Background: an optimization exercise with open tools, aiming at small area, a short achievable clock period and few clock cycles per item. Do not read the settings as production practice.
No functional check of the RTL was part of this run.

$ cat flow/design.v
`default_nettype none
package brm_pkg;
   localparam int IN_W      = 16;
   localparam int PRODUCT_W = 32;
   localparam int MAG_W     = 31;
   localparam int CFG_W     = 5;
   localparam logic [CFG_W-1:0] CFG_RESET = 5'd16;
   localparam logic [CFG_W-1:0] MIN_WIDTH = 5'd2;
   localparam int ROUNDS_PER_STAGE = 2;
endpackage
`default_nettype wire
`default_nettype none
module booth_radix2_multiplier_core #(
   parameter int MAX_WIDTH = 16
) (
   input  logic                      clock,
   input  logic                      reset,
   input  logic                          req_valid,
   output logic                          req_ready,
   input  logic [brm_pkg::IN_W-1:0]      req_multiplicand_bits,
   input  logic [brm_pkg::IN_W-1:0]      req_multiplier_bits,
   output logic                          rsp_valid,
   input  logic                          rsp_ready,
   output logic [brm_pkg::PRODUCT_W-1:0] rsp_product_bits,
   output logic                          rsp_negative,
   output logic [brm_pkg::MAG_W-1:0]     rsp_magnitude,
   input  logic                      csr_write_enable,
   input  logic [brm_pkg::CFG_W-1:0] csr_write_data
);
   logic [15:0] wm, wtop;
   logic [31:0] pmask;
   logic [3:0] nm1_ff;
   always_ff @(posedge clock) begin
      if (reset) begin
         nm1_ff <= 4'd15;
      end else if (csr_write_enable) begin
         nm1_ff <= (csr_write_data < 5'd2) ? 4'd1 : (csr_write_data > 5'd16) ? 4'd15 : 4'(csr_write_data - 5'd1);
      end
   end
   always_comb begin
      for (int i = 0; i < 16; i++) begin
         wm[i] = (4'(i) <= nm1_ff);
      end
   end
   assign wtop = wm & ~(wm >> 1);
   always_comb begin
      for (int i = 0; i < 16; i++) begin
         pmask[2*i]   = wm[i];
         pmask[2*i+1] = wm[i];
      end
   end
   logic        en;
   logic        req_sa, req_sb;
   logic [15:0] ax;
   logic [7:0] one;
   logic [7:0] two;
   logic [7:0] neg;
   logic ng;
   logic [15:0] ax_c;
   logic [15:0] bx_c;
   logic [7:0] one_c;
   logic [7:0] two_c;
   logic [7:0] neg_c;
   logic ng_c;
   logic sx_c;
   logic bl_c;
   assign req_sa = |(req_multiplicand_bits & wtop);
   assign req_sb = |(req_multiplier_bits & wtop);
   assign req_ready = en;
   logic        op_v;
   logic [15:0] ax_q;
   logic [7:0] one_q;
   logic [7:0] two_q;
   logic [7:0] neg_q;
   logic ng_q;
   always_ff @(posedge clock) begin
      if (reset) begin
         op_v <= 1'b0;
      end else if (en) begin
         op_v <= req_valid;
      end
   end
   always_ff @(posedge clock) begin
      if (en) begin
         ax_q <= ax_c;
         one_q <= one_c;
         two_q <= two_c;
         neg_q <= neg_c;
         ng_q <= ng_c;
      end
   end
   assign ax = ax_q;
   assign one = one_q;
   assign two = two_q;
   assign neg = neg_q;
   assign ng = ng_q;
   always_comb begin
      for (int j = 0; j < 16; j++) begin
         ax_c[j] = wm[j] ? req_multiplicand_bits[j] : req_sa;
         bx_c[j] = wm[j] ? req_multiplier_bits[j] : req_sb;
      end
      sx_c = req_sa ^ req_sb;
      ng_c = sx_c & (|(req_multiplicand_bits & wm)) & (|(req_multiplier_bits & wm));
      for (int i = 0; i < 8; i++) begin
         bl_c = (i == 0) ? 1'b0 : bx_c[2*i-1];
         one_c[i] = bx_c[2*i] ^ bl_c;
         two_c[i] = (bx_c[2*i+1] & ~bx_c[2*i] & ~bl_c) | (~bx_c[2*i+1] & bx_c[2*i] & bl_c);
         neg_c[i] = bx_c[2*i+1] ^ sx_c;
      end
   end
   wire pp1 = (one[0] & ax[0]) ^ neg[0];
   wire pp2 = ((one[0] & ax[1]) | (two[0] & ax[0])) ^ neg[0];
   wire pp3 = ((one[0] & ax[2]) | (two[0] & ax[1])) ^ neg[0];
   wire pp4 = ((one[0] & ax[3]) | (two[0] & ax[2])) ^ neg[0];
   wire pp5 = ((one[0] & ax[4]) | (two[0] & ax[3])) ^ neg[0];
   wire pp6 = ((one[0] & ax[5]) | (two[0] & ax[4])) ^ neg[0];
   wire pp7 = ((one[0] & ax[6]) | (two[0] & ax[5])) ^ neg[0];
   wire pp8 = ((one[0] & ax[7]) | (two[0] & ax[6])) ^ neg[0];
   wire pp9 = ((one[0] & ax[8]) | (two[0] & ax[7])) ^ neg[0];
   wire pp10 = ((one[0] & ax[9]) | (two[0] & ax[8])) ^ neg[0];
   wire pp11 = ((one[0] & ax[10]) | (two[0] & ax[9])) ^ neg[0];
   wire pp12 = ((one[0] & ax[11]) | (two[0] & ax[10])) ^ neg[0];
   wire pp13 = ((one[0] & ax[12]) | (two[0] & ax[11])) ^ neg[0];
   wire pp14 = ((one[0] & ax[13]) | (two[0] & ax[12])) ^ neg[0];
   wire pp15 = ((one[0] & ax[14]) | (two[0] & ax[13])) ^ neg[0];
   wire pp16 = ((one[0] & ax[15]) | (two[0] & ax[14])) ^ neg[0];
   wire pp17 = ((one[0] & ax[15]) | (two[0] & ax[15])) ^ neg[0];
   wire ns18 = ~pp17;
   wire pp19 = (one[1] & ax[0]) ^ neg[1];
   wire pp20 = ((one[1] & ax[1]) | (two[1] & ax[0])) ^ neg[1];
   wire pp21 = ((one[1] & ax[2]) | (two[1] & ax[1])) ^ neg[1];
   wire pp22 = ((one[1] & ax[3]) | (two[1] & ax[2])) ^ neg[1];
   wire pp23 = ((one[1] & ax[4]) | (two[1] & ax[3])) ^ neg[1];
   wire pp24 = ((one[1] & ax[5]) | (two[1] & ax[4])) ^ neg[1];
   wire pp25 = ((one[1] & ax[6]) | (two[1] & ax[5])) ^ neg[1];
   wire pp26 = ((one[1] & ax[7]) | (two[1] & ax[6])) ^ neg[1];
   wire pp27 = ((one[1] & ax[8]) | (two[1] & ax[7])) ^ neg[1];
   wire pp28 = ((one[1] & ax[9]) | (two[1] & ax[8])) ^ neg[1];
   wire pp29 = ((one[1] & ax[10]) | (two[1] & ax[9])) ^ neg[1];
   wire pp30 = ((one[1] & ax[11]) | (two[1] & ax[10])) ^ neg[1];
   wire pp31 = ((one[1] & ax[12]) | (two[1] & ax[11])) ^ neg[1];
   wire pp32 = ((one[1] & ax[13]) | (two[1] & ax[12])) ^ neg[1];
   wire pp33 = ((one[1] & ax[14]) | (two[1] & ax[13])) ^ neg[1];
   wire pp34 = ((one[1] & ax[15]) | (two[1] & ax[14])) ^ neg[1];
   wire pp35 = ((one[1] & ax[15]) | (two[1] & ax[15])) ^ neg[1];
   wire ns36 = ~pp35;
   wire pp37 = (one[2] & ax[0]) ^ neg[2];
   wire pp38 = ((one[2] & ax[1]) | (two[2] & ax[0])) ^ neg[2];
   wire pp39 = ((one[2] & ax[2]) | (two[2] & ax[1])) ^ neg[2];
   wire pp40 = ((one[2] & ax[3]) | (two[2] & ax[2])) ^ neg[2];
   wire pp41 = ((one[2] & ax[4]) | (two[2] & ax[3])) ^ neg[2];
   wire pp42 = ((one[2] & ax[5]) | (two[2] & ax[4])) ^ neg[2];
   wire pp43 = ((one[2] & ax[6]) | (two[2] & ax[5])) ^ neg[2];
   wire pp44 = ((one[2] & ax[7]) | (two[2] & ax[6])) ^ neg[2];
   wire pp45 = ((one[2] & ax[8]) | (two[2] & ax[7])) ^ neg[2];
   wire pp46 = ((one[2] & ax[9]) | (two[2] & ax[8])) ^ neg[2];
   wire pp47 = ((one[2] & ax[10]) | (two[2] & ax[9])) ^ neg[2];
   wire pp48 = ((one[2] & ax[11]) | (two[2] & ax[10])) ^ neg[2];
   wire pp49 = ((one[2] & ax[12]) | (two[2] & ax[11])) ^ neg[2];
   wire pp50 = ((one[2] & ax[13]) | (two[2] & ax[12])) ^ neg[2];
   wire pp51 = ((one[2] & ax[14]) | (two[2] & ax[13])) ^ neg[2];
   wire pp52 = ((one[2] & ax[15]) | (two[2] & ax[14])) ^ neg[2];
   wire pp53 = ((one[2] & ax[15]) | (two[2] & ax[15])) ^ neg[2];
   wire ns54 = ~pp53;
   wire pp55 = (one[3] & ax[0]) ^ neg[3];
   wire pp56 = ((one[3] & ax[1]) | (two[3] & ax[0])) ^ neg[3];
   wire pp57 = ((one[3] & ax[2]) | (two[3] & ax[1])) ^ neg[3];
   wire pp58 = ((one[3] & ax[3]) | (two[3] & ax[2])) ^ neg[3];
   wire pp59 = ((one[3] & ax[4]) | (two[3] & ax[3])) ^ neg[3];
   wire pp60 = ((one[3] & ax[5]) | (two[3] & ax[4])) ^ neg[3];
   wire pp61 = ((one[3] & ax[6]) | (two[3] & ax[5])) ^ neg[3];
   wire pp62 = ((one[3] & ax[7]) | (two[3] & ax[6])) ^ neg[3];
   wire pp63 = ((one[3] & ax[8]) | (two[3] & ax[7])) ^ neg[3];
   wire pp64 = ((one[3] & ax[9]) | (two[3] & ax[8])) ^ neg[3];
   wire pp65 = ((one[3] & ax[10]) | (two[3] & ax[9])) ^ neg[3];
   wire pp66 = ((one[3] & ax[11]) | (two[3] & ax[10])) ^ neg[3];
   wire pp67 = ((one[3] & ax[12]) | (two[3] & ax[11])) ^ neg[3];
   wire pp68 = ((one[3] & ax[13]) | (two[3] & ax[12])) ^ neg[3];
   wire pp69 = ((one[3] & ax[14]) | (two[3] & ax[13])) ^ neg[3];
   wire pp70 = ((one[3] & ax[15]) | (two[3] & ax[14])) ^ neg[3];
   wire pp71 = ((one[3] & ax[15]) | (two[3] & ax[15])) ^ neg[3];
   wire ns72 = ~pp71;
   wire pp73 = (one[4] & ax[0]) ^ neg[4];
   wire pp74 = ((one[4] & ax[1]) | (two[4] & ax[0])) ^ neg[4];
   wire pp75 = ((one[4] & ax[2]) | (two[4] & ax[1])) ^ neg[4];
   wire pp76 = ((one[4] & ax[3]) | (two[4] & ax[2])) ^ neg[4];
   wire pp77 = ((one[4] & ax[4]) | (two[4] & ax[3])) ^ neg[4];
   wire pp78 = ((one[4] & ax[5]) | (two[4] & ax[4])) ^ neg[4];
   wire pp79 = ((one[4] & ax[6]) | (two[4] & ax[5])) ^ neg[4];
   wire pp80 = ((one[4] & ax[7]) | (two[4] & ax[6])) ^ neg[4];
   wire pp81 = ((one[4] & ax[8]) | (two[4] & ax[7])) ^ neg[4];
   wire pp82 = ((one[4] & ax[9]) | (two[4] & ax[8])) ^ neg[4];
   wire pp83 = ((one[4] & ax[10]) | (two[4] & ax[9])) ^ neg[4];
   wire pp84 = ((one[4] & ax[11]) | (two[4] & ax[10])) ^ neg[4];
   wire pp85 = ((one[4] & ax[12]) | (two[4] & ax[11])) ^ neg[4];
   wire pp86 = ((one[4] & ax[13]) | (two[4] & ax[12])) ^ neg[4];
   wire pp87 = ((one[4] & ax[14]) | (two[4] & ax[13])) ^ neg[4];
   wire pp88 = ((one[4] & ax[15]) | (two[4] & ax[14])) ^ neg[4];
   wire pp89 = ((one[4] & ax[15]) | (two[4] & ax[15])) ^ neg[4];
   wire ns90 = ~pp89;
   wire pp91 = (one[5] & ax[0]) ^ neg[5];
   wire pp92 = ((one[5] & ax[1]) | (two[5] & ax[0])) ^ neg[5];
   wire pp93 = ((one[5] & ax[2]) | (two[5] & ax[1])) ^ neg[5];
   wire pp94 = ((one[5] & ax[3]) | (two[5] & ax[2])) ^ neg[5];
   wire pp95 = ((one[5] & ax[4]) | (two[5] & ax[3])) ^ neg[5];
   wire pp96 = ((one[5] & ax[5]) | (two[5] & ax[4])) ^ neg[5];
   wire pp97 = ((one[5] & ax[6]) | (two[5] & ax[5])) ^ neg[5];
   wire pp98 = ((one[5] & ax[7]) | (two[5] & ax[6])) ^ neg[5];
   wire pp99 = ((one[5] & ax[8]) | (two[5] & ax[7])) ^ neg[5];
   wire pp100 = ((one[5] & ax[9]) | (two[5] & ax[8])) ^ neg[5];
   wire pp101 = ((one[5] & ax[10]) | (two[5] & ax[9])) ^ neg[5];
   wire pp102 = ((one[5] & ax[11]) | (two[5] & ax[10])) ^ neg[5];
   wire pp103 = ((one[5] & ax[12]) | (two[5] & ax[11])) ^ neg[5];
   wire pp104 = ((one[5] & ax[13]) | (two[5] & ax[12])) ^ neg[5];
   wire pp105 = ((one[5] & ax[14]) | (two[5] & ax[13])) ^ neg[5];
   wire pp106 = ((one[5] & ax[15]) | (two[5] & ax[14])) ^ neg[5];
   wire pp107 = ((one[5] & ax[15]) | (two[5] & ax[15])) ^ neg[5];
   wire ns108 = ~pp107;
   wire pp109 = (one[6] & ax[0]) ^ neg[6];
   wire pp110 = ((one[6] & ax[1]) | (two[6] & ax[0])) ^ neg[6];
   wire pp111 = ((one[6] & ax[2]) | (two[6] & ax[1])) ^ neg[6];
   wire pp112 = ((one[6] & ax[3]) | (two[6] & ax[2])) ^ neg[6];
   wire pp113 = ((one[6] & ax[4]) | (two[6] & ax[3])) ^ neg[6];
   wire pp114 = ((one[6] & ax[5]) | (two[6] & ax[4])) ^ neg[6];
   wire pp115 = ((one[6] & ax[6]) | (two[6] & ax[5])) ^ neg[6];
   wire pp116 = ((one[6] & ax[7]) | (two[6] & ax[6])) ^ neg[6];
   wire pp117 = ((one[6] & ax[8]) | (two[6] & ax[7])) ^ neg[6];
   wire pp118 = ((one[6] & ax[9]) | (two[6] & ax[8])) ^ neg[6];
   wire pp119 = ((one[6] & ax[10]) | (two[6] & ax[9])) ^ neg[6];
   wire pp120 = ((one[6] & ax[11]) | (two[6] & ax[10])) ^ neg[6];
   wire pp121 = ((one[6] & ax[12]) | (two[6] & ax[11])) ^ neg[6];
   wire pp122 = ((one[6] & ax[13]) | (two[6] & ax[12])) ^ neg[6];
   wire pp123 = ((one[6] & ax[14]) | (two[6] & ax[13])) ^ neg[6];
   wire pp124 = ((one[6] & ax[15]) | (two[6] & ax[14])) ^ neg[6];
   wire pp125 = ((one[6] & ax[15]) | (two[6] & ax[15])) ^ neg[6];
   wire ns126 = ~pp125;
   wire pp127 = (one[7] & ax[0]) ^ neg[7];
   wire pp128 = ((one[7] & ax[1]) | (two[7] & ax[0])) ^ neg[7];
   wire pp129 = ((one[7] & ax[2]) | (two[7] & ax[1])) ^ neg[7];
   wire pp130 = ((one[7] & ax[3]) | (two[7] & ax[2])) ^ neg[7];
   wire pp131 = ((one[7] & ax[4]) | (two[7] & ax[3])) ^ neg[7];
   wire pp132 = ((one[7] & ax[5]) | (two[7] & ax[4])) ^ neg[7];
   wire pp133 = ((one[7] & ax[6]) | (two[7] & ax[5])) ^ neg[7];
   wire pp134 = ((one[7] & ax[7]) | (two[7] & ax[6])) ^ neg[7];
   wire pp135 = ((one[7] & ax[8]) | (two[7] & ax[7])) ^ neg[7];
   wire pp136 = ((one[7] & ax[9]) | (two[7] & ax[8])) ^ neg[7];
   wire pp137 = ((one[7] & ax[10]) | (two[7] & ax[9])) ^ neg[7];
   wire pp138 = ((one[7] & ax[11]) | (two[7] & ax[10])) ^ neg[7];
   wire pp139 = ((one[7] & ax[12]) | (two[7] & ax[11])) ^ neg[7];
   wire pp140 = ((one[7] & ax[13]) | (two[7] & ax[12])) ^ neg[7];
   wire pp141 = ((one[7] & ax[14]) | (two[7] & ax[13])) ^ neg[7];
   wire pp142 = ((one[7] & ax[15]) | (two[7] & ax[14])) ^ neg[7];
   wire pp143 = ((one[7] & ax[15]) | (two[7] & ax[15])) ^ neg[7];
   wire ns144 = ~pp143;
   wire u145 = one[7] & ax[0];
   wire un146 = u145 | neg[7];
   wire nu147 = ~u145;
   wire nun148 = ~un146;
   wire s149 = pp9 ^ pp25;
   wire c150 = pp9 & pp25;
   wire s151 = pp10 ^ pp26;
   wire c152 = pp10 & pp26;
   wire s153 = pp11 ^ pp27 ^ pp43;
   wire c154 = (pp11 & pp27) | (pp43 & (pp11 ^ pp27));
   wire s155 = pp59 ^ pp75;
   wire c156 = pp59 & pp75;
   wire s157 = pp12 ^ pp28 ^ pp44;
   wire c158 = (pp12 & pp28) | (pp44 & (pp12 ^ pp28));
   wire s159 = pp60 ^ pp76;
   wire c160 = pp60 & pp76;
   wire s161 = pp13 ^ pp29 ^ pp45;
   wire c162 = (pp13 & pp29) | (pp45 & (pp13 ^ pp29));
   wire s163 = pp61 ^ pp77 ^ pp93;
   wire c164 = (pp61 & pp77) | (pp93 & (pp61 ^ pp77));
   wire s165 = pp109 ^ neg[6];
   wire c166 = pp109 & neg[6];
   wire s167 = pp14 ^ pp30 ^ pp46;
   wire c168 = (pp14 & pp30) | (pp46 & (pp14 ^ pp30));
   wire s169 = pp62 ^ pp78 ^ pp94;
   wire c170 = (pp62 & pp78) | (pp94 & (pp62 ^ pp78));
   wire s171 = pp110 ^ 1'b1;
   wire c172 = pp110 & 1'b1;
   wire s173 = pp15 ^ pp31 ^ pp47;
   wire c174 = (pp15 & pp31) | (pp47 & (pp15 ^ pp31));
   wire s175 = pp63 ^ pp79 ^ pp95;
   wire c176 = (pp63 & pp79) | (pp95 & (pp63 ^ pp79));
   wire s177 = pp111 ^ nu147;
   wire c178 = pp111 & nu147;
   wire s179 = pp16 ^ pp32 ^ pp48;
   wire c180 = (pp16 & pp32) | (pp48 & (pp16 ^ pp32));
   wire s181 = pp64 ^ pp80 ^ pp96;
   wire c182 = (pp64 & pp80) | (pp96 & (pp64 ^ pp80));
   wire s183 = pp112 ^ pp128 ^ nun148;
   wire c184 = (pp112 & pp128) | (nun148 & (pp112 ^ pp128));
   wire s185 = ns18 ^ pp33 ^ pp49;
   wire c186 = (ns18 & pp33) | (pp49 & (ns18 ^ pp33));
   wire s187 = pp65 ^ pp81 ^ pp97;
   wire c188 = (pp65 & pp81) | (pp97 & (pp65 ^ pp81));
   wire s189 = pp113 ^ pp129 ^ un146;
   wire c190 = (pp113 & pp129) | (un146 & (pp113 ^ pp129));
   wire s191 = pp34 ^ pp50 ^ pp66;
   wire c192 = (pp34 & pp50) | (pp66 & (pp34 ^ pp50));
   wire s193 = pp82 ^ pp98 ^ pp114;
   wire c194 = (pp82 & pp98) | (pp114 & (pp82 ^ pp98));
   wire s195 = pp130 ^ 1'b1;
   wire c196 = pp130 & 1'b1;
   wire s197 = ns36 ^ pp51 ^ pp67;
   wire c198 = (ns36 & pp51) | (pp67 & (ns36 ^ pp51));
   wire s199 = pp83 ^ pp99 ^ pp115;
   wire c200 = (pp83 & pp99) | (pp115 & (pp83 ^ pp99));
   wire s201 = pp52 ^ pp68 ^ pp84;
   wire c202 = (pp52 & pp68) | (pp84 & (pp52 ^ pp68));
   wire s203 = pp100 ^ pp116;
   wire c204 = pp100 & pp116;
   wire s205 = ns54 ^ pp69 ^ pp85;
   wire c206 = (ns54 & pp69) | (pp85 & (ns54 ^ pp69));
   wire s207 = pp70 ^ pp86;
   wire c208 = pp70 & pp86;
   wire s209 = pp5 ^ pp21;
   wire c210 = pp5 & pp21;
   wire s211 = pp6 ^ pp22;
   wire c212 = pp6 & pp22;
   wire s213 = pp7 ^ pp23 ^ pp39;
   wire c214 = (pp7 & pp23) | (pp39 & (pp7 ^ pp23));
   wire s215 = pp55 ^ neg[3];
   wire c216 = pp55 & neg[3];
   wire s217 = pp8 ^ pp24 ^ pp40;
   wire c218 = (pp8 & pp24) | (pp40 & (pp8 ^ pp24));
   wire s219 = pp56 ^ 1'b1;
   wire c220 = pp56 & 1'b1;
   wire s221 = s149 ^ pp41 ^ pp57;
   wire c222 = (s149 & pp41) | (pp57 & (s149 ^ pp41));
   wire s223 = pp73 ^ neg[4] ^ 1'b1;
   wire c224 = (pp73 & neg[4]) | (1'b1 & (pp73 ^ neg[4]));
   wire s225 = s151 ^ pp42 ^ pp58;
   wire c226 = (s151 & pp42) | (pp58 & (s151 ^ pp42));
   wire s227 = pp74 ^ 1'b1 ^ c150;
   wire c228 = (pp74 & 1'b1) | (c150 & (pp74 ^ 1'b1));
   wire s229 = s153 ^ s155 ^ pp91;
   wire c230 = (s153 & s155) | (pp91 & (s153 ^ s155));
   wire s231 = neg[5] ^ 1'b1 ^ c152;
   wire c232 = (neg[5] & 1'b1) | (c152 & (neg[5] ^ 1'b1));
   wire s233 = s157 ^ s159 ^ pp92;
   wire c234 = (s157 & s159) | (pp92 & (s157 ^ s159));
   wire s235 = 1'b1 ^ c154 ^ c156;
   wire c236 = (1'b1 & c154) | (c156 & (1'b1 ^ c154));
   wire s237 = s161 ^ s163 ^ s165;
   wire c238 = (s161 & s163) | (s165 & (s161 ^ s163));
   wire s239 = 1'b1 ^ c158 ^ c160;
   wire c240 = (1'b1 & c158) | (c160 & (1'b1 ^ c158));
   wire s241 = s167 ^ s169 ^ s171;
   wire c242 = (s167 & s169) | (s171 & (s167 ^ s169));
   wire s243 = c162 ^ c164 ^ c166;
   wire c244 = (c162 & c164) | (c166 & (c162 ^ c164));
   wire s245 = s173 ^ s175 ^ s177;
   wire c246 = (s173 & s175) | (s177 & (s173 ^ s175));
   wire s247 = c168 ^ c170 ^ c172;
   wire c248 = (c168 & c170) | (c172 & (c168 ^ c170));
   wire s249 = s179 ^ s181 ^ s183;
   wire c250 = (s179 & s181) | (s183 & (s179 ^ s181));
   wire s251 = c174 ^ c176 ^ c178;
   wire c252 = (c174 & c176) | (c178 & (c174 ^ c176));
   wire s253 = s185 ^ s187 ^ s189;
   wire c254 = (s185 & s187) | (s189 & (s185 ^ s187));
   wire s255 = c180 ^ c182 ^ c184;
   wire c256 = (c180 & c182) | (c184 & (c180 ^ c182));
   wire s257 = s191 ^ s193 ^ s195;
   wire c258 = (s191 & s193) | (s195 & (s191 ^ s193));
   wire s259 = c186 ^ c188 ^ c190;
   wire c260 = (c186 & c188) | (c190 & (c186 ^ c188));
   wire s261 = s197 ^ s199 ^ pp131;
   wire c262 = (s197 & s199) | (pp131 & (s197 ^ s199));
   wire s263 = c192 ^ c194 ^ c196;
   wire c264 = (c192 & c194) | (c196 & (c192 ^ c194));
   wire s265 = s201 ^ s203 ^ pp132;
   wire c266 = (s201 & s203) | (pp132 & (s201 ^ s203));
   wire s267 = 1'b1 ^ c198 ^ c200;
   wire c268 = (1'b1 & c198) | (c200 & (1'b1 ^ c198));
   wire s269 = s205 ^ pp101 ^ pp117;
   wire c270 = (s205 & pp101) | (pp117 & (s205 ^ pp101));
   wire s271 = pp133 ^ c202 ^ c204;
   wire c272 = (pp133 & c202) | (c204 & (pp133 ^ c202));
   wire s273 = s207 ^ pp102 ^ pp118;
   wire c274 = (s207 & pp102) | (pp118 & (s207 ^ pp102));
   wire s275 = pp134 ^ 1'b1 ^ c206;
   wire c276 = (pp134 & 1'b1) | (c206 & (pp134 ^ 1'b1));
   wire s277 = ns72 ^ pp87 ^ pp103;
   wire c278 = (ns72 & pp87) | (pp103 & (ns72 ^ pp87));
   wire s279 = pp119 ^ pp135 ^ c208;
   wire c280 = (pp119 & pp135) | (c208 & (pp119 ^ pp135));
   wire s281 = pp88 ^ pp104 ^ pp120;
   wire c282 = (pp88 & pp104) | (pp120 & (pp88 ^ pp104));
   wire s283 = pp136 ^ 1'b1;
   wire c284 = pp136 & 1'b1;
   wire s285 = ns90 ^ pp105 ^ pp121;
   wire c286 = (ns90 & pp105) | (pp121 & (ns90 ^ pp105));
   wire s287 = pp106 ^ pp122;
   wire c288 = pp106 & pp122;
   wire s289 = pp3 ^ pp19;
   wire c290 = pp3 & pp19;
   wire s291 = pp4 ^ pp20;
   wire c292 = pp4 & pp20;
   wire s293 = s209 ^ pp37 ^ neg[2];
   wire c294 = (s209 & pp37) | (neg[2] & (s209 ^ pp37));
   wire s295 = s211 ^ pp38 ^ 1'b1;
   wire c296 = (s211 & pp38) | (1'b1 & (s211 ^ pp38));
   wire s297 = s213 ^ s215 ^ 1'b1;
   wire c298 = (s213 & s215) | (1'b1 & (s213 ^ s215));
   wire s299 = s217 ^ s219 ^ c214;
   wire c300 = (s217 & s219) | (c214 & (s217 ^ s219));
   wire s301 = s221 ^ s223 ^ c218;
   wire c302 = (s221 & s223) | (c218 & (s221 ^ s223));
   wire s303 = s225 ^ s227 ^ c222;
   wire c304 = (s225 & s227) | (c222 & (s225 ^ s227));
   wire s305 = s229 ^ s231 ^ c226;
   wire c306 = (s229 & s231) | (c226 & (s229 ^ s231));
   wire s307 = s233 ^ s235 ^ c230;
   wire c308 = (s233 & s235) | (c230 & (s233 ^ s235));
   wire s309 = s237 ^ s239 ^ c234;
   wire c310 = (s237 & s239) | (c234 & (s237 ^ s239));
   wire s311 = s241 ^ s243 ^ c238;
   wire c312 = (s241 & s243) | (c238 & (s241 ^ s243));
   wire s313 = s245 ^ s247 ^ c242;
   wire c314 = (s245 & s247) | (c242 & (s245 ^ s247));
   wire s315 = s249 ^ s251 ^ c246;
   wire c316 = (s249 & s251) | (c246 & (s249 ^ s251));
   wire s317 = s253 ^ s255 ^ c250;
   wire c318 = (s253 & s255) | (c250 & (s253 ^ s255));
   wire s319 = s257 ^ s259 ^ c254;
   wire c320 = (s257 & s259) | (c254 & (s257 ^ s259));
   wire s321 = s261 ^ s263 ^ c258;
   wire c322 = (s261 & s263) | (c258 & (s261 ^ s263));
   wire s323 = s265 ^ s267 ^ c262;
   wire c324 = (s265 & s267) | (c262 & (s265 ^ s267));
   wire s325 = s269 ^ s271 ^ c266;
   wire c326 = (s269 & s271) | (c266 & (s269 ^ s271));
   wire s327 = s273 ^ s275 ^ c270;
   wire c328 = (s273 & s275) | (c270 & (s273 ^ s275));
   wire s329 = s277 ^ s279 ^ c274;
   wire c330 = (s277 & s279) | (c274 & (s277 ^ s279));
   wire s331 = s281 ^ s283 ^ c278;
   wire c332 = (s281 & s283) | (c278 & (s281 ^ s283));
   wire s333 = s285 ^ pp137 ^ c282;
   wire c334 = (s285 & pp137) | (c282 & (s285 ^ pp137));
   wire s335 = s287 ^ pp138 ^ 1'b1;
   wire c336 = (s287 & pp138) | (1'b1 & (s287 ^ pp138));
   wire s337 = ns108 ^ pp123 ^ pp139;
   wire c338 = (ns108 & pp123) | (pp139 & (ns108 ^ pp123));
   wire s339 = pp124 ^ pp140;
   wire c340 = pp124 & pp140;
   wire s341 = pp1 ^ neg[0];
   wire c342 = pp1 & neg[0];
   wire s343 = pp2 ^ 1'b1;
   wire c344 = pp2 & 1'b1;
   wire s345 = s289 ^ neg[1] ^ 1'b1;
   wire c346 = (s289 & neg[1]) | (1'b1 & (s289 ^ neg[1]));
   wire s347 = s291 ^ 1'b1 ^ c290;
   wire c348 = (s291 & 1'b1) | (c290 & (s291 ^ 1'b1));
   wire s349 = s293 ^ 1'b1 ^ c292;
   wire c350 = (s293 & 1'b1) | (c292 & (s293 ^ 1'b1));
   wire s351 = s295 ^ c210 ^ c294;
   wire c352 = (s295 & c210) | (c294 & (s295 ^ c210));
   wire s353 = s297 ^ c212 ^ c296;
   wire c354 = (s297 & c212) | (c296 & (s297 ^ c212));
   wire s355 = s299 ^ c216 ^ c298;
   wire c356 = (s299 & c216) | (c298 & (s299 ^ c216));
   wire s357 = s301 ^ c220 ^ c300;
   wire c358 = (s301 & c220) | (c300 & (s301 ^ c220));
   wire s359 = s303 ^ c224 ^ c302;
   wire c360 = (s303 & c224) | (c302 & (s303 ^ c224));
   wire s361 = s305 ^ c228 ^ c304;
   wire c362 = (s305 & c228) | (c304 & (s305 ^ c228));
   wire s363 = s307 ^ c232 ^ c306;
   wire c364 = (s307 & c232) | (c306 & (s307 ^ c232));
   wire s365 = s309 ^ c236 ^ c308;
   wire c366 = (s309 & c236) | (c308 & (s309 ^ c236));
   wire s367 = s311 ^ c240 ^ c310;
   wire c368 = (s311 & c240) | (c310 & (s311 ^ c240));
   wire s369 = s313 ^ c244 ^ c312;
   wire c370 = (s313 & c244) | (c312 & (s313 ^ c244));
   wire s371 = s315 ^ c248 ^ c314;
   wire c372 = (s315 & c248) | (c314 & (s315 ^ c248));
   wire s373 = s317 ^ c252 ^ c316;
   wire c374 = (s317 & c252) | (c316 & (s317 ^ c252));
   wire s375 = s319 ^ c256 ^ c318;
   wire c376 = (s319 & c256) | (c318 & (s319 ^ c256));
   wire s377 = s321 ^ c260 ^ c320;
   wire c378 = (s321 & c260) | (c320 & (s321 ^ c260));
   wire s379 = s323 ^ c264 ^ c322;
   wire c380 = (s323 & c264) | (c322 & (s323 ^ c264));
   wire s381 = s325 ^ c268 ^ c324;
   wire c382 = (s325 & c268) | (c324 & (s325 ^ c268));
   wire s383 = s327 ^ c272 ^ c326;
   wire c384 = (s327 & c272) | (c326 & (s327 ^ c272));
   wire s385 = s329 ^ c276 ^ c328;
   wire c386 = (s329 & c276) | (c328 & (s329 ^ c276));
   wire s387 = s331 ^ c280 ^ c330;
   wire c388 = (s331 & c280) | (c330 & (s331 ^ c280));
   wire s389 = s333 ^ c284 ^ c332;
   wire c390 = (s333 & c284) | (c332 & (s333 ^ c284));
   wire s391 = s335 ^ c286 ^ c334;
   wire c392 = (s335 & c286) | (c334 & (s335 ^ c286));
   wire s393 = s337 ^ c288 ^ c336;
   wire c394 = (s337 & c288) | (c336 & (s337 ^ c288));
   wire s395 = s339 ^ 1'b1 ^ c338;
   wire c396 = (s339 & 1'b1) | (c338 & (s339 ^ 1'b1));
   wire s397 = ns126 ^ pp141 ^ c340;
   wire c398 = (ns126 & pp141) | (c340 & (ns126 ^ pp141));
   wire s399 = pp142 ^ 1'b1;
   wire c400 = pp142 & 1'b1;
   wire p401 = ~mid_0;
   wire p402 = mid_1 ^ mid_2;
   wire g403 = mid_1 & mid_2;
   wire p404 = mid_3 ^ mid_4;
   wire g405 = mid_3 & mid_4;
   wire p406 = mid_5 ^ mid_6;
   wire g407 = mid_5 & mid_6;
   wire p408 = mid_7 ^ mid_8;
   wire g409 = mid_7 & mid_8;
   wire p410 = mid_9 ^ mid_10;
   wire g411 = mid_9 & mid_10;
   wire p412 = mid_11 ^ mid_12;
   wire g413 = mid_11 & mid_12;
   wire p414 = mid_13 ^ mid_14;
   wire g415 = mid_13 & mid_14;
   wire p416 = mid_15 ^ mid_16;
   wire g417 = mid_15 & mid_16;
   wire p418 = mid_17 ^ mid_18;
   wire g419 = mid_17 & mid_18;
   wire p420 = mid_19 ^ mid_20;
   wire g421 = mid_19 & mid_20;
   wire p422 = mid_21 ^ mid_22;
   wire g423 = mid_21 & mid_22;
   wire p424 = mid_23 ^ mid_24;
   wire g425 = mid_23 & mid_24;
   wire p426 = mid_25 ^ mid_26;
   wire g427 = mid_25 & mid_26;
   wire p428 = mid_27 ^ mid_28;
   wire g429 = mid_27 & mid_28;
   wire p430 = mid_29 ^ mid_30;
   wire g431 = mid_29 & mid_30;
   wire p432 = mid_31 ^ mid_32;
   wire g433 = mid_31 & mid_32;
   wire p434 = mid_33 ^ mid_34;
   wire g435 = mid_33 & mid_34;
   wire p436 = mid_35 ^ mid_36;
   wire g437 = mid_35 & mid_36;
   wire p438 = mid_37 ^ mid_38;
   wire g439 = mid_37 & mid_38;
   wire p440 = mid_39 ^ mid_40;
   wire g441 = mid_39 & mid_40;
   wire p442 = mid_41 ^ mid_42;
   wire g443 = mid_41 & mid_42;
   wire p444 = mid_43 ^ mid_44;
   wire g445 = mid_43 & mid_44;
   wire p446 = mid_45 ^ mid_46;
   wire g447 = mid_45 & mid_46;
   wire p448 = mid_47 ^ mid_48;
   wire g449 = mid_47 & mid_48;
   wire p450 = mid_49 ^ mid_50;
   wire g451 = mid_49 & mid_50;
   wire p452 = mid_51 ^ mid_52;
   wire g453 = mid_51 & mid_52;
   wire p454 = mid_53 ^ mid_54;
   wire g455 = mid_53 & mid_54;
   wire p456 = mid_55 ^ mid_56;
   wire g457 = mid_55 & mid_56;
   wire p458 = mid_57 ^ mid_58;
   wire g459 = mid_57 & mid_58;
   wire p460 = mid_59 ^ mid_60;
   wire g461 = mid_59 & mid_60;
   wire G462 = g403 | (p402 & mid_0);
   wire T463 = p402 & p401;
   wire G464 = g407 | (p406 & g405);
   wire T465 = p406 & p404;
   wire G466 = g411 | (p410 & g409);
   wire T467 = p410 & p408;
   wire G468 = g415 | (p414 & g413);
   wire T469 = p414 & p412;
   wire G470 = g419 | (p418 & g417);
   wire T471 = p418 & p416;
   wire G472 = g423 | (p422 & g421);
   wire T473 = p422 & p420;
   wire G474 = g427 | (p426 & g425);
   wire T475 = p426 & p424;
   wire G476 = g431 | (p430 & g429);
   wire T477 = p430 & p428;
   wire G478 = g435 | (p434 & g433);
   wire T479 = p434 & p432;
   wire G480 = g439 | (p438 & g437);
   wire T481 = p438 & p436;
   wire G482 = g443 | (p442 & g441);
   wire T483 = p442 & p440;
   wire G484 = g447 | (p446 & g445);
   wire T485 = p446 & p444;
   wire G486 = g451 | (p450 & g449);
   wire T487 = p450 & p448;
   wire G488 = g455 | (p454 & g453);
   wire T489 = p454 & p452;
   wire G490 = g459 | (p458 & g457);
   wire T491 = p458 & p456;
   wire G492 = 1'b1 & g461;
   wire T493 = 1'b1 & p460;
   wire G494 = G464 | (T465 & G462);
   wire T495 = T465 & T463;
   wire G496 = G468 | (T469 & G466);
   wire T497 = T469 & T467;
   wire G498 = G472 | (T473 & G470);
   wire T499 = T473 & T471;
   wire G500 = G476 | (T477 & G474);
   wire T501 = T477 & T475;
   wire G502 = G480 | (T481 & G478);
   wire T503 = T481 & T479;
   wire G504 = G484 | (T485 & G482);
   wire T505 = T485 & T483;
   wire G506 = G488 | (T489 & G486);
   wire T507 = T489 & T487;
   wire G508 = G492 | (T493 & G490);
   wire T509 = T493 & T491;
   wire G510 = G496 | (T497 & G494);
   wire T511 = T497 & T495;
   wire G512 = G500 | (T501 & G498);
   wire T513 = T501 & T499;
   wire G514 = G504 | (T505 & G502);
   wire T515 = T505 & T503;
   wire G516 = G508 | (T509 & G506);
   wire T517 = T509 & T507;
   wire G518 = G512 | (T513 & G510);
   wire T519 = T513 & T511;
   wire G520 = G516 | (T517 & G514);
   wire T521 = T517 & T515;
   wire G522 = G520 | (T521 & G518);
   wire T523 = T521 & T519;
   wire G524 = G514 | (T515 & G518);
   wire T525 = T515 & T519;
   wire G526 = G498 | (T499 & G510);
   wire T527 = T499 & T511;
   wire G528 = G502 | (T503 & G518);
   wire T529 = T503 & T519;
   wire G530 = G506 | (T507 & G524);
   wire T531 = T507 & T525;
   wire G532 = G466 | (T467 & G494);
   wire T533 = T467 & T495;
   wire G534 = G470 | (T471 & G510);
   wire T535 = T471 & T511;
   wire G536 = G474 | (T475 & G526);
   wire T537 = T475 & T527;
   wire G538 = G478 | (T479 & G518);
   wire T539 = T479 & T519;
   wire G540 = G482 | (T483 & G528);
   wire T541 = T483 & T529;
   wire G542 = G486 | (T487 & G524);
   wire T543 = T487 & T525;
   wire G544 = G490 | (T491 & G530);
   wire T545 = T491 & T531;
   wire G546 = g405 | (p404 & G462);
   wire T547 = p404 & T463;
   wire G548 = g409 | (p408 & G494);
   wire T549 = p408 & T495;
   wire G550 = g413 | (p412 & G532);
   wire T551 = p412 & T533;
   wire G552 = g417 | (p416 & G510);
   wire T553 = p416 & T511;
   wire G554 = g421 | (p420 & G534);
   wire T555 = p420 & T535;
   wire G556 = g425 | (p424 & G526);
   wire T557 = p424 & T527;
   wire G558 = g429 | (p428 & G536);
   wire T559 = p428 & T537;
   wire G560 = g433 | (p432 & G518);
   wire T561 = p432 & T519;
   wire G562 = g437 | (p436 & G538);
   wire T563 = p436 & T539;
   wire G564 = g441 | (p440 & G528);
   wire T565 = p440 & T529;
   wire G566 = g445 | (p444 & G540);
   wire T567 = p444 & T541;
   wire G568 = g449 | (p448 & G524);
   wire T569 = p448 & T525;
   wire G570 = g453 | (p452 & G542);
   wire T571 = p452 & T543;
   wire G572 = g457 | (p456 & G530);
   wire T573 = p456 & T531;
   wire G574 = g461 | (p460 & G544);
   wire T575 = p460 & T545;
   logic mid_v;
   logic mid_0;
   logic mid_1;
   logic mid_2;
   logic mid_3;
   logic mid_4;
   logic mid_5;
   logic mid_6;
   logic mid_7;
   logic mid_8;
   logic mid_9;
   logic mid_10;
   logic mid_11;
   logic mid_12;
   logic mid_13;
   logic mid_14;
   logic mid_15;
   logic mid_16;
   logic mid_17;
   logic mid_18;
   logic mid_19;
   logic mid_20;
   logic mid_21;
   logic mid_22;
   logic mid_23;
   logic mid_24;
   logic mid_25;
   logic mid_26;
   logic mid_27;
   logic mid_28;
   logic mid_29;
   logic mid_30;
   logic mid_31;
   logic mid_32;
   logic mid_33;
   logic mid_34;
   logic mid_35;
   logic mid_36;
   logic mid_37;
   logic mid_38;
   logic mid_39;
   logic mid_40;
   logic mid_41;
   logic mid_42;
   logic mid_43;
   logic mid_44;
   logic mid_45;
   logic mid_46;
   logic mid_47;
   logic mid_48;
   logic mid_49;
   logic mid_50;
   logic mid_51;
   logic mid_52;
   logic mid_53;
   logic mid_54;
   logic mid_55;
   logic mid_56;
   logic mid_57;
   logic mid_58;
   logic mid_59;
   logic mid_60;
   logic mid_61;
   always_ff @(posedge clock) begin
      if (reset) begin
         mid_v <= 1'b0;
      end else if (en) begin
         mid_v <= op_v;
      end
   end
   always_ff @(posedge clock) begin
      if (en) begin
         mid_0 <= s341;
         mid_1 <= s343;
         mid_2 <= c342;
         mid_3 <= s345;
         mid_4 <= c344;
         mid_5 <= s347;
         mid_6 <= c346;
         mid_7 <= s349;
         mid_8 <= c348;
         mid_9 <= s351;
         mid_10 <= c350;
         mid_11 <= s353;
         mid_12 <= c352;
         mid_13 <= s355;
         mid_14 <= c354;
         mid_15 <= s357;
         mid_16 <= c356;
         mid_17 <= s359;
         mid_18 <= c358;
         mid_19 <= s361;
         mid_20 <= c360;
         mid_21 <= s363;
         mid_22 <= c362;
         mid_23 <= s365;
         mid_24 <= c364;
         mid_25 <= s367;
         mid_26 <= c366;
         mid_27 <= s369;
         mid_28 <= c368;
         mid_29 <= s371;
         mid_30 <= c370;
         mid_31 <= s373;
         mid_32 <= c372;
         mid_33 <= s375;
         mid_34 <= c374;
         mid_35 <= s377;
         mid_36 <= c376;
         mid_37 <= s379;
         mid_38 <= c378;
         mid_39 <= s381;
         mid_40 <= c380;
         mid_41 <= s383;
         mid_42 <= c382;
         mid_43 <= s385;
         mid_44 <= c384;
         mid_45 <= s387;
         mid_46 <= c386;
         mid_47 <= s389;
         mid_48 <= c388;
         mid_49 <= s391;
         mid_50 <= c390;
         mid_51 <= s393;
         mid_52 <= c392;
         mid_53 <= s395;
         mid_54 <= c394;
         mid_55 <= s397;
         mid_56 <= c396;
         mid_57 <= s399;
         mid_58 <= c398;
         mid_59 <= ns144;
         mid_60 <= c400;
         mid_61 <= ng;
      end
   end
   logic [31:0] prod_w;
   logic [30:0] mag_w;
   assign prod_w = {(mid_61 ? ~(1'b1 ^ G574) : (1'b1 ^ (G574 | T575))), (mid_61 ? ~(p460 ^ G544) : (p460 ^ (G544 | T545))), (mid_61 ? ~(p458 ^ G572) : (p458 ^ (G572 | T573))), (mid_61 ? ~(p456 ^ G530) : (p456 ^ (G530 | T531))), (mid_61 ? ~(p454 ^ G570) : (p454 ^ (G570 | T571))), (mid_61 ? ~(p452 ^ G542) : (p452 ^ (G542 | T543))), (mid_61 ? ~(p450 ^ G568) : (p450 ^ (G568 | T569))), (mid_61 ? ~(p448 ^ G524) : (p448 ^ (G524 | T525))), (mid_61 ? ~(p446 ^ G566) : (p446 ^ (G566 | T567))), (mid_61 ? ~(p444 ^ G540) : (p444 ^ (G540 | T541))), (mid_61 ? ~(p442 ^ G564) : (p442 ^ (G564 | T565))), (mid_61 ? ~(p440 ^ G528) : (p440 ^ (G528 | T529))), (mid_61 ? ~(p438 ^ G562) : (p438 ^ (G562 | T563))), (mid_61 ? ~(p436 ^ G538) : (p436 ^ (G538 | T539))), (mid_61 ? ~(p434 ^ G560) : (p434 ^ (G560 | T561))), (mid_61 ? ~(p432 ^ G518) : (p432 ^ (G518 | T519))), (mid_61 ? ~(p430 ^ G558) : (p430 ^ (G558 | T559))), (mid_61 ? ~(p428 ^ G536) : (p428 ^ (G536 | T537))), (mid_61 ? ~(p426 ^ G556) : (p426 ^ (G556 | T557))), (mid_61 ? ~(p424 ^ G526) : (p424 ^ (G526 | T527))), (mid_61 ? ~(p422 ^ G554) : (p422 ^ (G554 | T555))), (mid_61 ? ~(p420 ^ G534) : (p420 ^ (G534 | T535))), (mid_61 ? ~(p418 ^ G552) : (p418 ^ (G552 | T553))), (mid_61 ? ~(p416 ^ G510) : (p416 ^ (G510 | T511))), (mid_61 ? ~(p414 ^ G550) : (p414 ^ (G550 | T551))), (mid_61 ? ~(p412 ^ G532) : (p412 ^ (G532 | T533))), (mid_61 ? ~(p410 ^ G548) : (p410 ^ (G548 | T549))), (mid_61 ? ~(p408 ^ G494) : (p408 ^ (G494 | T495))), (mid_61 ? ~(p406 ^ G546) : (p406 ^ (G546 | T547))), (mid_61 ? ~(p404 ^ G462) : (p404 ^ (G462 | T463))), (mid_61 ? ~(p402 ^ mid_0) : (p402 ^ (mid_0 | p401))), (mid_61 ? ~p401 : ~p401)} & pmask;
   assign mag_w  = {(p460 ^ (G544 | T545)), (p458 ^ (G572 | T573)), (p456 ^ (G530 | T531)), (p454 ^ (G570 | T571)), (p452 ^ (G542 | T543)), (p450 ^ (G568 | T569)), (p448 ^ (G524 | T525)), (p446 ^ (G566 | T567)), (p444 ^ (G540 | T541)), (p442 ^ (G564 | T565)), (p440 ^ (G528 | T529)), (p438 ^ (G562 | T563)), (p436 ^ (G538 | T539)), (p434 ^ (G560 | T561)), (p432 ^ (G518 | T519)), (p430 ^ (G558 | T559)), (p428 ^ (G536 | T537)), (p426 ^ (G556 | T557)), (p424 ^ (G526 | T527)), (p422 ^ (G554 | T555)), (p420 ^ (G534 | T535)), (p418 ^ (G552 | T553)), (p416 ^ (G510 | T511)), (p414 ^ (G550 | T551)), (p412 ^ (G532 | T533)), (p410 ^ (G548 | T549)), (p408 ^ (G494 | T495)), (p406 ^ (G546 | T547)), (p404 ^ (G462 | T463)), (p402 ^ (mid_0 | p401)), ~p401};
   logic        out_v;
   logic [31:0] prod_ff;
   logic [29:1] mag_ff;
   logic        neg_ff;
   assign en = !out_v || rsp_ready;
   always_ff @(posedge clock) begin
      if (reset) begin
         out_v <= 1'b0;
      end else if (en) begin
         out_v <= mid_v;
      end
   end
   always_ff @(posedge clock) begin
      if (en) begin
         prod_ff <= prod_w;
         mag_ff  <= mag_w[29:1];
         neg_ff  <= mid_61;
      end
   end
   assign rsp_valid        = out_v;
   assign rsp_product_bits = prod_ff;
   assign rsp_magnitude    = {prod_ff[30] & ~neg_ff, mag_ff, prod_ff[0]};
   assign rsp_negative     = neg_ff;
endmodule
`default_nettype wire
$ cat flow/flow/run.sh
#!/bin/bash
# Layout flow: the standard ORFS flow (standard.sh) with two changes:
#  1. synthesis: the same script, except that Yosys's "synth -run fine:" step
#     gets -noabc, so the quick ABC pass there does not re-encode the adder
#     trees before extract_fa (it leaves fewer inverters around the fa/ha
#     cells); flops, hierarchy flattening and renaming are as in synth_recipe.tcl.
#  2. port buffers are sky130_fd_sc_hd__buf_2 instead of the delay cell that
#     buffer_ports picks by default.
# Each tool's output goes to the ORFS logs under orfs/logs; make's own output
# goes to flow_make.log here.
set -euo pipefail
here=$(pwd)
sed 's|^proc synth {args} { yosys synth -nofsm -noshare {\*}\$args }|proc synth {args} { if {[lsearch -exact $args fine:] >= 0} { lappend args -noabc }; yosys synth -nofsm -noshare {*}$args }|' synth_recipe.tcl > flow_synth.tcl
grep -q -- '-noabc' flow_synth.tcl
sed -e "s|SYNTH_SCRIPT=[^ ]*|SYNTH_SCRIPT=$here/flow_synth.tcl|" \
    -e 's|"\${@:-finish}"|BUFFER_PORTS_ARGS="-buffer_cell sky130_fd_sc_hd__buf_2" "${@:-finish}"|' standard.sh > flow_standard_mod.sh
grep -q flow_synth.tcl flow_standard_mod.sh
bash flow_standard_mod.sh > flow_make.log 2>&1
$ cat flow/standard.sh
#!/bin/bash
# synth_recipe.tcl (not shown) runs the flow's synth.tcl, then flattens the netlist and writes it again
# the make line also repeats each setting of config.mk as NAME=value (left out here)
make -C /OpenROAD-flow-scripts/flow DESIGN_CONFIG=/design/flow/config.mk WORK_HOME=/design/flow/orfs CLKGATE_MAP_FILE= SYNTH_SCRIPT=/design/flow/synth_recipe.tcl "${@:-finish}"
$ cat flow/config.mk
export PLATFORM = sky130hd
export DESIGN_NAME = booth_radix2_multiplier_core
export DESIGN_NICKNAME = booth_radix2_multiplier_core
export VERILOG_FILES = /design/flow/design.v
export SDC_FILE = /design/flow/constraint.sdc
export NUM_CORES = 4
export LEC_CHECK = 0
export ABC_CLOCK_PERIOD_IN_PS = 3300
export CAP_MARGIN = 20
export CORE_MARGIN = 2
export CORE_UTILIZATION = 40
export PLACE_DENSITY = 0.6
export SETUP_SLACK_MARGIN = 3.9
export SLEW_MARGIN = 20
$ cat flow/constraint.sdc
create_clock -name core_clock -period 7.2 [get_ports {clock}]
set_input_delay 1.4400 -clock core_clock [delete_from_list [all_inputs] [get_ports {clock}]]
set_output_delay 1.4400 -clock core_clock [all_outputs]
set_load 0.01 [all_outputs]
==> summary.txt <==
[through the flow]
| step | instance area [sq um] | hold WS [ns] | cells |
|---|---|---|---|
| finish | 16800 | 0.426 | 1912 |
| global route | 16800 | 0.438 | 1912 |
| CTS | 16500 | 0.429 | 1894 |
| detailed placement | 14700 | 0.421 | 1757 |
| global placement | 14700 | 0.413 | 1757 |
| floorplan | 14000 | 0.400 | 1293 |
[cell type report]
class | count | area (sq um) | share of cell area [%]
clock inverter | 10 | 103 | 0.612
tap | 455 | 569 | 3.39
inverter | 99 | 372 | 2.21
clock buffer | 19 | 433 | 2.58
timing repair buffer | 243 | 1850 | 11.0
multi-input combinational | 914 | 8360 | 49.8
sequential | 172 | 5100 | 30.4
[cells by family (layout without fill, tap and decap cells)]
| family | after synthesis | after routing | synth area share (%) |
|---|---|---|---|
| AND/OR/NAND/NOR | 220 | 222 | 7.49 |
| buffers and inverters | 209 | 371 | 5.94 |
| multiplexers | 32 | 32 | 2.41 |
| adder cells (fa/ha/maj) | 172 | 172 | 21.1 |
| XOR/XNOR | 194 | 194 | 12.2 |
| flip-flops | 172 | 172 | 36.5 |
| AO/OA/AOI/OAI | 294 | 294 | 14.4 |
[final timing paths]
path,from,endpoint,slack [ns],cells after the start
worst max register to register,mid_2,prod_ff[23],3.80,13
worst min-delay path,ng_q,mid_61,0.43,0
worst max-delay path,mid_2,prod_ff[23],3.80,13
worst min register to register,ng_q,mid_61,0.43,0
[worst register-to-register path, stage by stage, from the launching register on]
cell	delay (ns)
edfxtp_1	0.42
fa_2	0.44
a211oi_4	0.25
o21ai_2	0.09
and2_4	0.20
a211o_4	0.36
a21o_1	0.18
a21o_1	0.15
a21o_1	0.16
fa_2	0.37
a31oi_4	0.16
mux2i_1	0.10
xnor2_1	0.17
nor2_1	0.06
[Yosys cell counts, drive strengths merged (2+ instances only)]
cell type and n:
a22oi 124, a31o 3, xnor2 170, a31oi 8
a21o 19, a311oi 2, o21bai 2, mux2i 28
nand4b 2, ha 66, and2 5, o31ai 3
a21oi 59, fa 106, nand2 52, edfxtp 165
clkbuf 93, or3 6, a211o 7, nor2b 6
inv 99, a221o 2, o21a 3, a211oi 4
buf 17, dfxtp 7, mux2 3, nand2b 12
nand3 16, and4 2, nor3b 2, nor3 18
nor4 4, o21ai 41, a21boi 3, or2 3
and3 6, xor2 24, a41oi 2, a221oi 2
nand4 7, nor2 76
[cells in the final DEF, fill, tap and decap left out, types with 7 or more instances in the layout]
| cell | synthesis | final |
|---|---|---|
| edfxtp_1 | 165 | 165 |
| a21o_1 | 19 | 19 |
| xor2_1 | 24 | 24 |
| nor2_1 | 76 | 74 |
| a22oi_2 | 0 | 16 |
| nand2b_1 | 12 | 11 |
| buf_12 | 0 | 22 |
| fa_2 | 0 | 12 |
| inv_1 | 99 | 97 |
| ha_1 | 66 | 61 |
| a21oi_1 | 58 | 52 |
| nor3_1 | 17 | 16 |
| nand3_1 | 16 | 16 |
| buf_2 | 4 | 107 |
| nand2_1 | 52 | 52 |
| nand4_1 | 7 | 7 |
| fa_1 | 106 | 94 |
| xnor2_1 | 170 | 168 |
| o21ai_1 | 2 | 7 |
| clkbuf_16 | 0 | 17 |
| buf_4 | 2 | 110 |
| o21ai_0 | 39 | 31 |
| mux2i_1 | 28 | 28 |
| a22oi_1 | 124 | 108 |
[metal layers]
metal / up-vias / global-route usage (%) / part of all wire (%)
met5: - / 0 / 0
met3: 93 / 3.79 / 7.8
met1: 5058 / 29.0 / 44
met4: 0 / 7.54 / 2.9
li1: 4835 / - / -
met2: 482 / 33.5 / 46
[registers in the layout (all words and copies together), names as in the netlist, 4 cells and up]
name     cells
ax_q        16
two_q        8
prod_ff     32
mag_ff      29
nm1_ff       4
one_q        8
neg_q        8
[repair_timing]
action / in CTS / in global routing
resized for setup: 25 / 47
endpoints found under the setup margin: 144 / 127
buffers inserted: 106 / 18
gates cloned: 2 / 0
pin swaps: 17 / 50
==> flow_summary.toml <==
[worst_setup_path]
critPathTopFamily = "compound AO/OA/AOI/OAI gates"
timing.critical_path.mode_cell = "a21o_1"
cp_max_fo = 4
cp_num_buf_inv = 0
cp.arrival_ns = 3.56
critPathSlowestCell = "fa_2"
crit_path_max_incr_delay_ns = 0.44
crit_path_end_kind = "flip-flop"
worstPathRequired_ns = 7.36
startpoint_type = "flip-flop"
crit_chain = "fa_2 -> a211oi_4 -> o21ai_2 -> and2_4 -> a211o_4 -> a21o_1 -> a21o_1 -> a21o_1 -> fa_2 -> a31oi_4 -> mux2i_1 -> xnor2_1 -> nor2_1"
crit_type = "reg2reg"

[finish]
nNetsFinal = 1661
nFillCells = 3112
drive_gt1_share_pct = 24.2
num_antenna_cells = 0
syn_to_final_growth_pct = 20.2
fin_util_pct = 48.7

[clock_network]
cts.sink_count = 172
clockBufferDepth = 2
cts-root-buf = "clkbuf_16"
cts_tree = "built"
hold_buffers = 0
clk-insertion-delay-late_ns = 0.45
cts_max_level = 4
cts_buffers = 17
clk_pin_slew_ns = 0.07

[floorplan]
dieArea_sq_um = 36400
coreArea_sq_um = 34500
die_h_microns = 191
start_util_pct = 40.5
rows = 68
die_x_microns = 191
ios = 108

[grt]
antenna_found_initial = 0
grt_overflow = 0
grt_pass1_wl_mm = 58.9
grt_max_degree = 76
grt_use_total_pct = 21.1
grt_pass1_vias = 10500

[sta]
fin_crit_ns = 3.40
setup_violations = 0
finalSetupTns_ns = 0
hold_viol = 0
timing.final.ws_setup_ns = 3.80
worst_slew_pin_slew_ns = 1.10
fmax_mhz = 294
maxSlewHeadroom_pct = 26.0
report.final.slew_viol_count = 0
rsz0062_at_grt = "true"
period_share_pct = 47.2
fin_skew_ns = 0.0164

[logic_synthesis]
synthArstFlopShare_pct = 0
syn_area_sq_um = 14000
synth_top_area_cell = "edfxtp_1"
postSynthAreaPerCell_sq_um = 10.8
postSynthCellCount = 1293
synth_seq_cells = 172
synth.distinct_cells = 66
yosysTopAreaCellShare_pct = 35.5
synth_edf_count = 165
syn-num-nets = 1507
yosysWarnings = 1
yosys_most_used_dff = "edfxtp_1"
yosys-top-cells-area = "edfxtp_1, fa_1, xnor2_1"
yosysSeqAreaShare_pct = 36.5

[placed_design]
globalplace.congestion = 0.941
numPortBuffers = 107
detailedPlace.worstSlack_ns = 3.20
dp_hpwl_mm = 26.0

[detailed_routing]
firstDrtPassIters = 5
via_per_inst = 5.47
drt_iter0_drc = 864
drt_wl_total_mm = 37.5
vias = 10500
drtAntennaViolNets = 0
drc = 0
wire_per_inst_microns = 19.6

[status]
status = "no timing/DRC/antenna violations"

[min_path]
min_path_type = "reg2reg"

[flow_run]
maxCapViolations = 0

-- what the ideal ports hide --
How much do the figures lean on ideal ports? The routed layout below was timed once more, with nothing changed but the port constraints.
Step 1 (the two cells are an assumption about what drives the block):
set clk [get_ports {clock}]
set_driving_cell -lib_cell sky130_fd_sc_hd__clkbuf_16 $clk
set_driving_cell -lib_cell sky130_fd_sc_hd__buf_2 [delete_from_list [all_inputs] $clk]
Step 2 also shifts input and output timing later by t, the mid clock arrival at the registers, as if the neighbouring blocks saw the same clock.
Three values: no drivers, after step 1, after step 2; two values: the first two.
t, ns: 0.494
setup slack, ns: 3.799 / 3.799 / 3.585
worst slew at a driven data input, ns: 0.04
pins driven straight from the clock port: 1
After both steps setup and hold are still met in this run. For this run, drivers alone change the setup slack by 0.000 ns; drivers and shift together by -0.214 ns.
